Source: an optimization exercise on an open RTL-to-GDS flow (aim: small area, a short achievable clock period and few clock cycles). Production flows keep margins and buffers that such runs may drop. Only simulation tests tie the RTL to the original design; equivalence was not proved.

==> run a <==
// joint_velocity_limiter_integrator
module joint_velocity_limiter_integrator #(
  parameter int MAX_JOINTS = jvl_pkg::MAX_JOINTS_DEF
) (
  input  logic clk,
  input  logic rst,
  input  logic                                s_axis_tvalid,
  output logic                                s_axis_tready,
  input  logic [jvl_pkg::IN_TDATA_W-1:0]      s_axis_tdata,
  input  logic                                s_axis_tuser,
  output logic                                m_axis_tvalid,
  input  logic                                m_axis_tready,
  output logic [jvl_pkg::OUT_TDATA_W-1:0]     m_axis_tdata,
  input  logic                                cfg_we,
  input  logic [jvl_pkg::CFG_IDX_W-1:0]       cfg_index,
  input  logic [jvl_pkg::CFG_DATA_W-1:0]      cfg_data
);
Settings: LEC_CHECK=0, CAP_MARGIN=20, CORE_MARGIN=2, CORE_UTILIZATION=40, SLEW_MARGIN=20; clock period 24.0 ns.
standard.sh (not shown) runs the stock make flow with config.mk's settings and CLKGATE_MAP_FILE= SYNTH_SCRIPT=/design/flow/synth_recipe.tcl, a recipe that flattens the netlist after the stock synthesis.
==> flow/flow/run.sh <==
#!/bin/bash
# The standard layout (the standard.sh: standard synthesis, floorplan, power grid,
# placement, CTS, routing), with ORFS's timing repair asked to leave 17 ns of setup
# slack at the design's 24 ns clock, so it works on every path longer than 7 ns.
# The constraints (SDC) and clock period are the design's, unchanged.
set -o pipefail
bash standard.sh SETUP_SLACK_MARGIN=17 finish > standard_flow.log 2>&1
==> run b: changes against run a <==
--- a/flow/design.v
+++ b/flow/design.v
@@ -1392,11 +1392,13 @@
       end else begin
         default_step <= cfg_data;
       end
     end
   end
-  assign clear = rst || (cfg_we && (cfg_index == jvl_pkg::CFG_NUM_JOINTS));
+  always_ff @(posedge clk) begin
+    clear <= rst || (cfg_we && (cfg_index == jvl_pkg::CFG_NUM_JOINTS));
+  end
   assign default_dt = (default_step != '0) ? default_step : DW'(1);
   logic adv;
   logic [JW-1:0] in_j;
   logic [PW-1:0] in_cmd;
   logic [DW-1:0] in_step, in_dt;
@@ -1410,11 +1412,10 @@
     in_over  = !in_cmd[PW-1] && (in_cmd > CmdMax);
     in_under = in_cmd[PW-1] && (in_cmd < CmdMin);
   end
   logic          r0_v, r0_sync, r0_lo_en, r0_hi_en, r0_over, r0_under;
   logic [JW-1:0] r0_j;
-  logic signed [VW-1:0] r0_last, in_last;
   logic [VW-1:0] r0_cmd;
   logic [DW-1:0] r0_dt;
   logic [PW-1:0] r0_pos, r0_lo, r0_hi;
   always_ff @(posedge clk) begin
     if (rst) begin
@@ -1434,11 +1435,10 @@
       r0_pos   <= s_axis_tdata[66:35];
       r0_lo    <= s_axis_tdata[98:67];
       r0_hi    <= s_axis_tdata[130:99];
       r0_lo_en <= s_axis_tdata[131];
       r0_hi_en <= s_axis_tdata[132];
-      r0_last  <= in_last;
     end
   end
   logic signed [VW-1:0] s2_cmd;
   logic signed [PW+1:0] s2_lo_gap, s2_hi_gap;
   logic                 s2_nlo, s2_nhi, s2_cross;
@@ -1459,39 +1459,27 @@
       s2_lo = s2_cross ? r0_hi : r0_lo_en ? r0_lo : PosMin;
       s2_hi = r0_hi_en ? r0_hi : PosMax;
     end
   end
   logic signed [VW-1:0] vel_store [NJ];
-  logic [NJ-1:0]        vel_ok;
-  logic signed [VW-1:0] s2_vel, in_read;
-  logic                 s2_we;
-  always_comb begin
-    in_read = '0;
-    for (int k = 0; k < NJ; k++) begin
-      in_read = in_read | (vel_store[k] & {VW{vel_ok[k] && (in_j == JW'(k))}});
-    end
-  end
-  assign s2_we   = adv && r0_v && !r0_sync;
-  assign in_last = (r0_v && !r0_sync && (in_j == r0_j)) ? s2_vel : in_read;
+  logic signed [VW-1:0] s2_last, s2_vel;
+  assign s2_last = vel_store[r0_j];
   jvl_limit u_limit (
     .cmd     (s2_cmd),
-    .last    (r0_last),
+    .last    (s2_last),
     .dt      (r0_dt),
     .near_lo (s2_nlo),
     .near_hi (s2_nhi),
     .vel     (s2_vel)
   );
   always_ff @(posedge clk) begin
-    if (s2_we) begin
-      vel_store[r0_j] <= s2_vel;
-    end
-  end
-  always_ff @(posedge clk) begin
-    if (clear) begin
-      vel_ok <= '0;
-    end else if (s2_we) begin
-      vel_ok[r0_j] <= 1'b1;
+    for (int k = 0; k < NJ; k++) begin
+      if (clear) begin
+        vel_store[k] <= '0;
+      end else if (adv && r0_v && !r0_sync && (r0_j == JW'(k))) begin
+        vel_store[k] <= s2_vel;
+      end
     end
   end
   logic          r2_v, r2_sync;
   logic [JW-1:0] r2_j;
   logic signed [VW-1:0] r2_vel;
@@ -1513,20 +1501,18 @@
       r2_lo   <= s2_lo;
       r2_hi   <= s2_hi;
     end
   end
   logic signed [VW-1:0] s3_step;
-  logic signed [PW-1:0] s3_read, s3_last, s4_tgt;
   jvl_mul u_mul (
     .v    (r2_vel),
     .dt   (r2_dt),
     .step (s3_step)
   );
   logic          r3_v, r3_sync;
   logic [JW-1:0] r3_j;
   logic signed [VW-1:0] r3_vel, r3_step;
-  logic signed [PW-1:0] r3_last;
   logic [PW-1:0] r3_lo, r3_hi;
   always_ff @(posedge clk) begin
     if (rst) begin
       r3_v <= 1'b0;
     end else if (adv) begin
@@ -1537,44 +1523,33 @@
     if (adv) begin
       r3_sync <= r2_sync;
       r3_j    <= r2_j;
       r3_vel  <= r2_vel;
       r3_step <= s3_step;
-      r3_last <= s3_last;
       r3_lo   <= r2_lo;
       r3_hi   <= r2_hi;
     end
   end
   logic signed [PW-1:0] tgt_store [NJ];
-  logic [NJ-1:0]        tgt_ok;
-  logic                 s4_res, s4_we;
-  always_comb begin
-    s3_read = '0;
-    for (int k = 0; k < NJ; k++) begin
-      s3_read = s3_read | (tgt_store[k] & {PW{tgt_ok[k] && (r2_j == JW'(k))}});
-    end
-  end
-  assign s4_we   = adv && r3_v;
-  assign s4_res  = s4_we && !r3_sync;
-  assign s3_last = (r3_v && (r2_j == r3_j)) ? s4_tgt : s3_read;
+  logic signed [PW-1:0] s4_last, s4_tgt;
+  logic                 s4_res;
+  assign s4_last = tgt_store[r3_j];
+  assign s4_res  = adv && r3_v && !r3_sync;
   jvl_integrate u_integrate (
     .step        (r3_step),
-    .target      (r3_last),
+    .target      (s4_last),
     .lo          (r3_lo),
     .hi          (r3_hi),
     .target_next (s4_tgt)
   );
   always_ff @(posedge clk) begin
-    if (s4_we) begin
-      tgt_store[r3_j] <= s4_tgt;
-    end
-  end
-  always_ff @(posedge clk) begin
-    if (clear) begin
-      tgt_ok <= '0;
-    end else if (s4_we) begin
-      tgt_ok[r3_j] <= 1'b1;
+    for (int k = 0; k < NJ; k++) begin
+      if (clear) begin
+        tgt_store[k] <= '0;
+      end else if (adv && r3_v && (r3_j == JW'(k))) begin
+        tgt_store[k] <= s4_tgt;
+      end
     end
   end
   localparam int OW = VW + PW + JW;
   logic          out_v, skid_v, rdy, out_free, out_v_nx, skid_v_nx;
   logic [OW-1:0] out_d, skid_d, s4_d;
@@ -1605,11 +1580,11 @@
     if (out_free) begin
       out_d <= skid_v ? skid_d : s4_d;
     end
   end
   always_ff @(posedge clk) begin
-    if (adv) begin
+    if (!out_free && s4_res) begin
       skid_d <= s4_d;
     end
   end
   assign s_axis_tready = rdy;
   assign m_axis_tvalid = out_v;
==> flow/run.sh (new file) <==
#!/bin/bash
# synth_recipe.tcl (not shown) runs the flow's synth.tcl, then flattens the netlist and writes it again
# the make line also repeats each setting of config.mk as NAME=value (left out here)
make -C /OpenROAD-flow-scripts/flow DESIGN_CONFIG=/design/flow/config.mk WORK_HOME=/design/flow/orfs CLKGATE_MAP_FILE= SYNTH_SCRIPT=/design/flow/synth_recipe.tcl finish
removed: flow/flow/run.sh
removed: flow/standard.sh
==> comparison table <==
| metric | run a | run b |
|---|---|---|
| Antenna violations before repair | 6 | 9 |
| Worst slew pin tran | 1.05 ns | 1.20 ns |
| Number of non-clock buffers in the layout | 441 | 368 |
| Critical Path End | r0_last[10]$_DFFE_PN_ | out_d[8]$_DFFE_PN_ |
| Nature of the critical path startpoint | primary input | flip-flop |
| Result of the run | no timing/DRC/antenna violations | no timing/DRC/antenna violations |
| Setup slack, reg-to-reg | 17.13 ns | 14.30 ns |
| Number of buffers inserted to repair setup after CTS | 46 | 0 |
| Maximum number of pins on one net before global-route repair | 147 | 128 |
| Yosys warning count | 3 | 5 |
| Start point of the critical path | s_axis_tdata[1] | r3_j[0]$_DFFE_PN_ |
| First-pass GRT wire length | 289000 um | 294000 um |
| Tot GR Track Use | 23.2% | 23.6% |
| Clock sinks | 984 | 917 |
| # Taps | 2072 | 2058 |
| Vias per std cell | 5.79 | 5.71 |
| #MultiIn Comb | 4147 | 4834 |
| Final instance area | 73600 sq um | 70400 sq um |
| Proportion of layout cells with a drive suffix above 1 | 9.56% | 6.87% |
| Global-route track usage on met2 | 36.1% | 36.5% |
| Area growth syn-to-layout | 15.3% | 12.4% |
Testbench counts of run a, summed over its fixed seeds: cycles 32,160.
Testbench counts of run b, summed over its fixed seeds: cycles 32,160.

---

==> inputs of run Z <==
joint_velocity_limiter_integrator with an RTL version that a note above also has.
Design joint_velocity_limiter_integrator, start of the top module:
module joint_velocity_limiter_integrator #(
  parameter int MAX_JOINTS = jvl_pkg::MAX_JOINTS_DEF
) (
  input  logic clk,
  input  logic rst,
  input  logic                                s_axis_tvalid,
  output logic                                s_axis_tready,
  input  logic [jvl_pkg::IN_TDATA_W-1:0]      s_axis_tdata,
  input  logic                                s_axis_tuser,
  output logic                                m_axis_tvalid,
  input  logic                                m_axis_tready,
  output logic [jvl_pkg::OUT_TDATA_W-1:0]     m_axis_tdata,
  input  logic                                cfg_we,
  input  logic [jvl_pkg::CFG_IDX_W-1:0]       cfg_index,
  input  logic [jvl_pkg::CFG_DATA_W-1:0]      cfg_data
);
  localparam int PW = jvl_pkg::POS_W;
  localparam int VW = jvl_pkg::VEL_W;
  localparam int DW = jvl_pkg::DT_W;
  localparam int JW = jvl_pkg::JOINT_W;
  localparam int NJ = 8;
  localparam logic [PW-1:0] CmdMax = PW'(jvl_pkg::VEL_MAX);
  localparam logic [PW-1:0] CmdMin = 32'hFFFA_0000;    
  localparam logic [PW-1:0] PosMin = {1'b1, {(PW-1){1'b0}}};
  localparam logic [PW-1:0] PosMax = {1'b0, {(PW-1){1'b1}}};
  logic [jvl_pkg::COUNT_W-1:0] num_joints;
  logic [DW-1:0]               default_step, default_dt;
  logic                        clear;
  always_ff @(posedge clk) begin
    if (rst) begin
      num_joints   <= jvl_pkg::NUM_JOINTS_RST;
      default_step <= jvl_pkg::DEFAULT_STEP_RST;
    end else if (cfg_we) begin
      if (cfg_index == jvl_pkg::CFG_NUM_JOINTS) begin
        num_joints <= cfg_data[jvl_pkg::COUNT_W-1:0];
      end else begin
        default_step <= cfg_data;
      end
    end
  end
  always_ff @(posedge clk) begin
    clear <= rst || (cfg_we && (cfg_index == jvl_pkg::CFG_NUM_JOINTS));
  end
  assign default_dt = (default_step != '0) ? default_step : DW'(1);
  logic adv;
  logic [JW-1:0] in_j;
  logic [PW-1:0] in_cmd;
  logic [DW-1:0] in_step, in_dt;
  logic          in_act, in_over, in_under;
  always_comb begin
    in_j     = s_axis_tdata[2:0];
    in_cmd   = s_axis_tdata[34:3];
    in_step  = s_axis_tdata[152:133];
    in_dt    = (in_step != '0) ? in_step : default_dt;
    in_act   = num_joints[3] || (in_j < num_joints[2:0]);
  ...
Settings: LEC_CHECK=0, CAP_MARGIN=20, CORE_MARGIN=2, CORE_UTILIZATION=40, SLEW_MARGIN=20; clock period 24.0 ns.
==> flow/flow/run.sh <==
#!/bin/bash
# The standard layout (the standard.sh: standard synthesis, floorplan, power grid,
# placement, CTS, routing), with ORFS's timing repair asked to leave 17 ns of setup
# slack at the design's 24 ns clock, so it works on every path longer than 7 ns.
# The constraints (SDC) and clock period are the design's, unchanged.
set -o pipefail
bash standard.sh SETUP_SLACK_MARGIN=17 finish > standard_flow.log 2>&1
==> run H (differences from run Z) <==
--- a/flow/design.v
+++ b/flow/design.v
@@ -1390,17 +1390,15 @@
       if (cfg_index == jvl_pkg::CFG_NUM_JOINTS) begin
         num_joints <= cfg_data[jvl_pkg::COUNT_W-1:0];
       end else begin
         default_step <= cfg_data;
       end
     end
   end
-  always_ff @(posedge clk) begin
-    clear <= rst || (cfg_we && (cfg_index == jvl_pkg::CFG_NUM_JOINTS));
-  end
+  assign clear = rst || (cfg_we && (cfg_index == jvl_pkg::CFG_NUM_JOINTS));
   assign default_dt = (default_step != '0) ? default_step : DW'(1);
   logic adv;
   logic [JW-1:0] in_j;
   logic [PW-1:0] in_cmd;
   logic [DW-1:0] in_step, in_dt;
   logic          in_act, in_over, in_under;
   always_comb begin
@@ -1410,14 +1408,15 @@
     in_dt    = (in_step != '0) ? in_step : default_dt;
     in_act   = num_joints[3] || (in_j < num_joints[2:0]);
     in_over  = !in_cmd[PW-1] && (in_cmd > CmdMax);
     in_under = in_cmd[PW-1] && (in_cmd < CmdMin);
   end
   logic          r0_v, r0_sync, r0_lo_en, r0_hi_en, r0_over, r0_under;
   logic [JW-1:0] r0_j;
+  logic signed [VW-1:0] r0_last, in_last;
   logic [VW-1:0] r0_cmd;
   logic [DW-1:0] r0_dt;
   logic [PW-1:0] r0_pos, r0_lo, r0_hi;
   always_ff @(posedge clk) begin
     if (rst) begin
       r0_v <= 1'b0;
     end else if (adv) begin
@@ -1433,14 +1432,15 @@
       r0_under <= in_under;
       r0_dt    <= in_dt;
       r0_pos   <= s_axis_tdata[66:35];
       r0_lo    <= s_axis_tdata[98:67];
       r0_hi    <= s_axis_tdata[130:99];
       r0_lo_en <= s_axis_tdata[131];
       r0_hi_en <= s_axis_tdata[132];
+      r0_last  <= in_last;
     end
   end
   logic signed [VW-1:0] s2_cmd;
   logic signed [PW+1:0] s2_lo_gap, s2_hi_gap;
   logic                 s2_nlo, s2_nhi, s2_cross;
   logic [PW-1:0]        s2_lo, s2_hi;
   always_comb begin
@@ -1457,31 +1457,43 @@
       s2_hi = r0_pos;
     end else begin
       s2_lo = s2_cross ? r0_hi : r0_lo_en ? r0_lo : PosMin;
       s2_hi = r0_hi_en ? r0_hi : PosMax;
     end
   end
   logic signed [VW-1:0] vel_store [NJ];
-  logic signed [VW-1:0] s2_last, s2_vel;
-  assign s2_last = vel_store[r0_j];
+  logic [NJ-1:0]        vel_ok;
+  logic signed [VW-1:0] s2_vel, in_read;
+  logic                 s2_we;
+  always_comb begin
+    in_read = '0;
+    for (int k = 0; k < NJ; k++) begin
+      in_read = in_read | (vel_store[k] & {VW{vel_ok[k] && (in_j == JW'(k))}});
+    end
+  end
+  assign s2_we   = adv && r0_v && !r0_sync;
+  assign in_last = (r0_v && !r0_sync && (in_j == r0_j)) ? s2_vel : in_read;
   jvl_limit u_limit (
     .cmd     (s2_cmd),
-    .last    (s2_last),
+    .last    (r0_last),
     .dt      (r0_dt),
     .near_lo (s2_nlo),
     .near_hi (s2_nhi),
     .vel     (s2_vel)
   );
   always_ff @(posedge clk) begin
-    for (int k = 0; k < NJ; k++) begin
-      if (clear) begin
-        vel_store[k] <= '0;
-      end else if (adv && r0_v && !r0_sync && (r0_j == JW'(k))) begin
-        vel_store[k] <= s2_vel;
-      end
+    if (s2_we) begin
+      vel_store[r0_j] <= s2_vel;
+    end
+  end
+  always_ff @(posedge clk) begin
+    if (clear) begin
+      vel_ok <= '0;
+    end else if (s2_we) begin
+      vel_ok[r0_j] <= 1'b1;
     end
   end
   logic          r2_v, r2_sync;
   logic [JW-1:0] r2_j;
   logic signed [VW-1:0] r2_vel;
   logic [DW-1:0] r2_dt;
   logic [PW-1:0] r2_lo, r2_hi;
@@ -1499,59 +1511,72 @@
       r2_vel  <= s2_vel;
       r2_dt   <= r0_dt;
       r2_lo   <= s2_lo;
       r2_hi   <= s2_hi;
     end
   end
   logic signed [VW-1:0] s3_step;
+  logic signed [PW-1:0] s3_read, s3_last, s4_tgt;
   jvl_mul u_mul (
     .v    (r2_vel),
     .dt   (r2_dt),
     .step (s3_step)
   );
   logic          r3_v, r3_sync;
   logic [JW-1:0] r3_j;
   logic signed [VW-1:0] r3_vel, r3_step;
+  logic signed [PW-1:0] r3_last;
   logic [PW-1:0] r3_lo, r3_hi;
   always_ff @(posedge clk) begin
     if (rst) begin
       r3_v <= 1'b0;
     end else if (adv) begin
       r3_v <= r2_v;
     end
   end
   always_ff @(posedge clk) begin
     if (adv) begin
       r3_sync <= r2_sync;
       r3_j    <= r2_j;
       r3_vel  <= r2_vel;
       r3_step <= s3_step;
+      r3_last <= s3_last;
       r3_lo   <= r2_lo;
       r3_hi   <= r2_hi;
     end
   end
   logic signed [PW-1:0] tgt_store [NJ];
-  logic signed [PW-1:0] s4_last, s4_tgt;
-  logic                 s4_res;
-  assign s4_last = tgt_store[r3_j];
-  assign s4_res  = adv && r3_v && !r3_sync;
+  logic [NJ-1:0]        tgt_ok;
+  logic                 s4_res, s4_we;
+  always_comb begin
+    s3_read = '0;
+    for (int k = 0; k < NJ; k++) begin
+      s3_read = s3_read | (tgt_store[k] & {PW{tgt_ok[k] && (r2_j == JW'(k))}});
+    end
+  end
+  assign s4_we   = adv && r3_v;
+  assign s4_res  = s4_we && !r3_sync;
+  assign s3_last = (r3_v && (r2_j == r3_j)) ? s4_tgt : s3_read;
   jvl_integrate u_integrate (
     .step        (r3_step),
-    .target      (s4_last),
+    .target      (r3_last),
     .lo          (r3_lo),
     .hi          (r3_hi),
     .target_next (s4_tgt)
   );
   always_ff @(posedge clk) begin
-    for (int k = 0; k < NJ; k++) begin
-      if (clear) begin
-        tgt_store[k] <= '0;
-      end else if (adv && r3_v && (r3_j == JW'(k))) begin
-        tgt_store[k] <= s4_tgt;
-      end
+    if (s4_we) begin
+      tgt_store[r3_j] <= s4_tgt;
+    end
+  end
+  always_ff @(posedge clk) begin
+    if (clear) begin
+      tgt_ok <= '0;
+    end else if (s4_we) begin
+      tgt_ok[r3_j] <= 1'b1;
     end
   end
   localparam int OW = VW + PW + JW;
   logic          out_v, skid_v, rdy, out_free, out_v_nx, skid_v_nx;
   logic [OW-1:0] out_d, skid_d, s4_d;
   assign s4_d     = {r3_vel, s4_tgt, r3_j};
   assign out_free = !out_v || m_axis_tready;
@@ -1578,15 +1603,15 @@
   end
   always_ff @(posedge clk) begin
     if (out_free) begin
       out_d <= skid_v ? skid_d : s4_d;
     end
   end
   always_ff @(posedge clk) begin
-    if (!out_free && s4_res) begin
+    if (adv) begin
       skid_d <= s4_d;
     end
   end
   assign s_axis_tready = rdy;
   assign m_axis_tvalid = out_v;
   assign m_axis_tdata  = {1'b0, out_d};
 endmodule
==> flow/flow/run.sh (replaced) <==
#!/bin/bash
# The standard layout (the standard.sh: standard synthesis, floorplan, power grid,
# placement, CTS, routing), with ORFS's timing repair asked to leave 18 ns of setup
# slack at the design's 24 ns clock, so it works on every path longer than 6 ns.
# The constraints (SDC) and clock period are the design's, unchanged.
set -o pipefail
bash standard.sh SETUP_SLACK_MARGIN=18 finish > standard_flow.log 2>&1
==> reports/qor.yml <==
finish:
  drive_gt1_frac: 0.134
  num-multi-input-gates: 4837
place:
  dp.final_hpwl_um: 141000
global_routing:
  globalRouteTotalUtil: 0.250
worst_setup_path:
  reg2reg_from: "r0_j[0]$_DFFE_PN_"
sta:
  min_period_ps: 6960
outcome:
  status: "finished clean"
floorplan:
  initial_utilization: 0.402
-- figures above: run Z

==> reports/qor.yml <==
outcome:
  status: "finished clean"
finish:
  drive_gt1_frac: 0.157
global_routing:
  globalRouteTotalUtil: 0.236
place:
  dp.final_hpwl_um: 134000
worst_setup_path:
  reg2reg_from: "r2_vel[7]$_DFFE_PN_"
-- figures above: run H

Testbench counts of run Z, summed over its fixed seeds: cycles 32,160.
Testbench counts of run H, summed over its fixed seeds: cycles 32,160.

[separate check: timing with driven ports]
In the flow no input, the clock included, has a driving cell. The finished layouts below were timed again as built, in two steps. Step 1: set_driving_cell puts a clkbuf_16 on clk and a buf_2 on each other input, an assumption about the parent block. Step 2 adds t to the input delays and takes it off the output delays; t is the mean of the earliest and latest rising clock arrival at the registers after step 1. Input paths then give back, and output paths get back, about the clock's delay inside the block. Slacks: ideal / step 1 / step 2; pairs: ideal / step 1.
| run | t (ns) | setup WS [ns] | hold WS [ns] | worst setup path after step 2 | worst data-port slew with drivers (ns) |
|---|---|---|---|---|---|
| run a | 0.794 | 17.082 / 17.090 / 16.295 | 0.402 / 0.402 / 0.402 | input to register | 0.11 |
| run b | 0.827 | 14.298 / 14.298 / 14.298 | 0.418 / 0.418 / 0.418 | register to register | 0.18 |
| run Z | 0.807 | 17.038 / 17.038 / 16.904 | 0.396 / 0.396 / 0.396 | input to register | 0.16 |
| run H | 0.803 | 17.399 / 17.399 / 17.174 | 0.367 / 0.367 / 0.367 | input to register | 0.12 |
After both steps every run listed still meets setup and hold. The setup slack of run a, which loses most, moves by +0.008 ns with the drivers and by -0.787 ns with both steps.
